This design comes from an exercise in tuning for small area and a short achievable clock period on the open sky130 flow, not from production work.
Power figures rest on the tool's default switching activity, not on a simulated workload.

==> flow/design.v <==
package bmp_pkg;
  localparam int HEADER_WORDS = 14;
  localparam int GROUP_WORDS  = 3;
  localparam int SIZE_LO_WORD = 0;
  localparam int SIZE_HI_WORD = 1;
  typedef logic [31:0] word_t;
  typedef logic [23:0] pixel_t;
  typedef logic [1:0]  mode_t;
  typedef logic [31:0] count_t;
  localparam mode_t MODE_THRESHOLD  = 2'd1;
  localparam mode_t MODE_BRIGHTNESS = 2'd2;
  typedef logic [95:0] pixel_group_t;
endpackage
module bmp_filter
(
  input  logic       dut_if,
  input  logic       reset_ind,
  input  logic       in_valid,
  input  bmp_pkg::word_t      in_data,
  input  bmp_pkg::mode_t      mode,
  input  logic [7:0] proc_val,
  output logic       out_valid,
  output bmp_pkg::word_t      out_data,
  output logic       frame_done
);
  logic [4:0]  s;
  logic [29:0] cnt;       
  logic        lastf;     
  logic        thr;       
  logic        bri;       
  logic [9:0]  pv;        
  logic [31:0] h, t;
  logic        hv, tv;
  logic        h_pix, h_k0, h_k1;
  logic        t_pix, t_k0, t_k1;
  logic        cr;        
  logic pix, s0, s1, s01, last;
  assign pix  = s[4];
  assign s0   = (s == 5'd0);
  assign s1   = (s == 5'd1);
  assign s01  = (s[4:1] == 4'd0);          
  assign last = lastf && !s01;
  always_ff @(posedge dut_if) begin
    if (in_valid && s0) begin
      thr <= (mode == bmp_pkg::MODE_THRESHOLD);
      bri <= (mode == bmp_pkg::MODE_BRIGHTNESS);
      pv  <= {2'b00, proc_val};
    end else if (in_valid && s1 && thr) begin
      pv  <= ~(10'({pv[7:0], 1'b0}) + 10'(pv[7:0]) + 10'd2);
    end
  end
  logic        dec;
  logic [29:0] cnt_dec;
  always_comb begin
    logic [5:0] bz;
    logic       z;
    bz[0] = 1'b1;
    for (int k = 1; k < 6; k++) bz[k] = bz[k-1] && (cnt[6*(k-1) +: 6] == 6'd0);
    for (int k = 0; k < 5; k++) begin
      z = bz[k];
      for (int i = 0; i < 6; i++) begin
        cnt_dec[6*k+i] = cnt[6*k+i] ^ (dec && z);
        z = z && !cnt[6*k+i];
      end
    end
  end
  always_ff @(posedge dut_if) begin
    dec <= in_valid && !s01;
    cnt[13:0]  <= s0 ? {in_data[7:0], in_data[15:10]} : cnt_dec[13:0];
    cnt[29:14] <= s1 ? {in_data[23:16], in_data[31:24]} : cnt_dec[29:14];
    if (in_valid) lastf <= !s01 && (cnt[29:3] == 27'd0) && (cnt[2:0] == {2'b10, dec});
    if (reset_ind) begin
      s <= 5'd0;
    end else if (in_valid) begin
      if (last)                    s <= 5'd0;
      else if (s == 5'd13)         s <= 5'b10000;
      else if (pix && s[1])        s <= 5'b10000;
      else                         s <= s + 5'd1;
    end
  end
  logic [1:0] n, held;
  logic       pop_now, pop_in, pop, h_ld, t_ld;
  assign n       = 2'(hv) + 2'(tv);
  assign held    = pix ? s[1:0] : 2'd0;
  assign pop_now = hv && (n > held);
  assign pop_in  = hv && pix && s[1];
  assign pop     = pop_now || (pop_in && in_valid);
  assign h_ld    = pop_now || !hv || (pop_in && in_valid);
  assign t_ld    = pop_now || !hv || !tv || (pop_in && in_valid);
  function automatic logic ge1024(input logic [10:0] x, input logic [10:0] y,
                                  input logic [10:0] z);
    logic [10:0] s1, c1;
    logic [11:0] tt;
    s1 = x ^ y ^ z;
    c1 = (x & y) | (x & z) | (y & z);
    tt = 12'(s1) + {c1, 1'b0};
    ge1024 = tt[10];
  endfunction
  logic [9:0] nl;
  assign nl = pv;
  logic [7:0]  t3, t2, t1, t0;
  logic [10:0] tv11;
  logic        tq, t_thr;
  logic [31:0] hin;
  assign {t3, t2, t1, t0} = t;
  always_comb begin
    logic [7:0]  m, qs, qc, vs, vc;
    m    = t_k0 ? t3 : t0;
    qs   = t2 ^ t1 ^ nl[7:0];
    qc   = (t2 & t1) | (t2 & nl[7:0]) | (t1 & nl[7:0]);
    tq   = ge1024({1'b0, nl[9:8], qs}, {2'b00, qc, 1'b0}, 11'(m));
    m    = t_k1 ? t1 : 8'd0;
    vs   = t0 ^ m ^ nl[7:0];
    vc   = (t0 & m) | (t0 & nl[7:0]) | (m & nl[7:0]);
    tv11 = {1'b0, nl[9:8], vs} + {2'b00, vc, 1'b0};
  end
  assign t_thr = thr && t_pix;
  assign hin   = t_thr ? {t[31:12], tq, tv11} : t;
  logic [31:0] tin;
  assign tin = {in_valid ? in_data[31:16] : 16'd0, in_data[15:0]};
  always_ff @(posedge dut_if) begin
    if (h_ld) begin
      h <= hin;
      {h_pix, h_k0, h_k1} <= {t_pix, t_k0, t_k1};
    end
    if (t_ld) begin
      t <= tin;
      {t_pix, t_k0, t_k1} <=
        {pix, pix && s[1:0] == 2'd0, pix && s[0]};
    end
    if (reset_ind) begin
      hv <= 1'b0;
      tv <= 1'b0;
    end else begin
      if (h_ld) hv <= tv;
      if (t_ld) tv <= in_valid;
    end
  end
  logic u, hq;
  assign hq = h[11];
  assign u  = ge1024(h[10:0], 11'(t[31:24]), 11'(h_k0 ? t[23:16] : 8'd0));
  logic [7:0]  pe;
  logic [31:0] odata;
  assign pe = (bri && h_pix) ? pv[7:0] : 8'd0;
  always_comb begin
    for (int j = 0; j < 4; j++) begin
      logic [8:0] sum;
      sum = 9'(h[8*j +: 8]) + 9'(pe);
      if (sum[8] != pe[7]) odata[8*j +: 8] = {8{sum[8]}};
      else                 odata[8*j +: 8] = sum[7:0];
    end
    if (thr && h_pix)
      odata = {{8{h_k0 ? hq : cr}}, {8{h_k1 ? cr : hq}}, {8{h_k1 ? u : hq}},
               {8{(h_k0 || h_k1) ? u : hq}}};
  end
  always_ff @(posedge dut_if) begin
    out_data <= odata;
    if (pop) cr <= u;
    if (reset_ind) begin
      out_valid  <= 1'b0;
      frame_done <= 1'b0;
    end else begin
      out_valid  <= pop;
      frame_done <= out_valid && s0 && !hv && !tv;
    end
  end
endmodule
==> flow/config.mk <==
export PLATFORM = sky130hd
export DESIGN_NAME = bmp_filter
export DESIGN_NICKNAME = bmp_filter
export VERILOG_FILES = /design/flow/design.v
export SDC_FILE = /design/flow/constraint.sdc
export NUM_CORES = 4
export LEC_CHECK = 0
export ABC_CLOCK_PERIOD_IN_PS = 2500
export CAP_MARGIN = 20
export CORE_MARGIN = 2
export CORE_UTILIZATION = 40
export GPL_TIMING_DRIVEN = 0
export SLEW_MARGIN = 20
==> flow/constraint.sdc <==
create_clock -name core_clock -period 10.0 [get_ports {dut_if}]
set_input_delay 2.0000 -clock core_clock [delete_from_list [all_inputs] [get_ports {dut_if}]]
set_output_delay 2.0000 -clock core_clock [all_outputs]
set_load 0.01 [all_outputs]
standard.sh (not shown) runs the stock make flow with config.mk's settings and CLKGATE_MAP_FILE= SYNTH_SCRIPT=/design/flow/synth_recipe.tcl, a recipe that flattens the netlist after the stock synthesis.
==> flow/flow/run.sh <==
#!/bin/bash
# Standard ORFS layout with three changes: ports are buffered with the
# smallest buffer (the resizer still upsizes where timing needs it), clock
# tree synthesis adds no dummy loads, and repair_timing aims for 7 ns of
# setup slack, so that the achieved period is pushed well below the 10 ns
# clock.
set -euo pipefail
bash standard.sh 'BUFFER_PORTS_ARGS=-buffer_cell sky130_fd_sc_hd__buf_1' \
  'CTS_ARGS=-sink_clustering_enable -repair_clock_nets -dont_use_dummy_load -buf_list {sky130_fd_sc_hd__clkbuf_4 sky130_fd_sc_hd__clkbuf_8}' \
  SETUP_SLACK_MARGIN=7 finish > standard_flow.log 2>&1
Rerun with:
--- a/flow/design.v
+++ b/flow/design.v
@@ -31,9 +31,10 @@
   logic [9:0]  pv;        
   logic [31:0] h, t;
   logic        hv, tv;
-  logic        h_pix, h_k0, h_k1;
-  logic        t_pix, t_k0, t_k1;
+  logic        h_pix, h_k0, h_k1, h_last;
+  logic        t_pix, t_k0, t_k1, t_last;
   logic        cr;        
+  logic        out_last;
   logic pix, s0, s1, s01, last;
   assign pix  = s[4];
   assign s0   = (s == 5'd0);
@@ -121,12 +122,12 @@
   always_ff @(posedge dut_if) begin
     if (h_ld) begin
       h <= hin;
-      {h_pix, h_k0, h_k1} <= {t_pix, t_k0, t_k1};
+      {h_pix, h_k0, h_k1, h_last} <= {t_pix, t_k0, t_k1, t_last};
     end
     if (t_ld) begin
       t <= tin;
-      {t_pix, t_k0, t_k1} <=
-        {pix, pix && s[1:0] == 2'd0, pix && s[0]};
+      {t_pix, t_k0, t_k1, t_last} <=
+        {pix, pix && s[1:0] == 2'd0, pix && s[0], last};
     end
     if (reset_ind) begin
       hv <= 1'b0;
@@ -136,9 +137,10 @@
       if (t_ld) tv <= in_valid;
     end
   end
-  logic u, hq;
+  logic ub, ul, hq;
   assign hq = h[11];
-  assign u  = ge1024(h[10:0], 11'(t[31:24]), 11'(h_k0 ? t[23:16] : 8'd0));
+  assign ub = ge1024(h[10:0], 11'(t[31:24]), 11'(t[23:16]));
+  assign ul = ge1024(h[10:0], 11'(t[31:24]), 11'd0);
   logic [7:0]  pe;
   logic [31:0] odata;
   assign pe = (bri && h_pix) ? pv[7:0] : 8'd0;
@@ -150,18 +152,19 @@
       else                 odata[8*j +: 8] = sum[7:0];
     end
     if (thr && h_pix)
-      odata = {{8{h_k0 ? hq : cr}}, {8{h_k1 ? cr : hq}}, {8{h_k1 ? u : hq}},
-               {8{(h_k0 || h_k1) ? u : hq}}};
+      odata = {{8{h_k0 ? hq : cr}}, {8{h_k1 ? cr : hq}}, {8{h_k1 ? ul : hq}},
+               {8{h_k0 ? ub : (h_k1 ? ul : hq)}}};
   end
   always_ff @(posedge dut_if) begin
     out_data <= odata;
-    if (pop) cr <= u;
+    out_last <= h_last;
+    if (pop) cr <= h_k0 ? ub : ul;
     if (reset_ind) begin
       out_valid  <= 1'b0;
       frame_done <= 1'b0;
     end else begin
       out_valid  <= pop;
-      frame_done <= out_valid && s0 && !hv && !tv;
+      frame_done <= out_valid && out_last;
     end
   end
 endmodule
Outcome: Core utilization falls by 0.81 points. Die area rose by a few percent. Via count rose slightly. Maximum frequency grows by a little under a tenth. Worst setup slack is better by 220 ps. Combinational power went down by roughly a tenth.
No run of this note included a check of the RTL's function; only the layout flow was run.

## re-timing with driven ports
In the flow no input, the clock included, has a driving cell. The finished layouts below were timed again as built, in two steps. Step 1 (the two cells are an assumption about what drives the block):
set clk [get_ports {dut_if}]
set_driving_cell -lib_cell sky130_fd_sc_hd__clkbuf_16 $clk
set_driving_cell -lib_cell sky130_fd_sc_hd__buf_2 [delete_from_list [all_inputs] $clk]
Step 2 times the ports against the registers' clock, not the clock port: input delays grow and output delays shrink by t, the midpoint of the rising clock arrivals with the driver on. Slacks: no drivers / after step 1 / after step 2; pairs: no drivers / after step 1.
| run | shift t [ns] | setup WS [ns] | cell pins on the clock port's net |
|---|---|---|---|
| the first run | 0.485 | 6.836 / 6.836 / 6.518 | 1 |
| the second run | 0.481 | 7.059 / 7.039 / 6.597 | 1 |
After both steps every run listed still meets setup and hold. The setup slack of the second run, which loses most, moves by -0.020 ns with the drivers and by -0.462 ns with both steps.
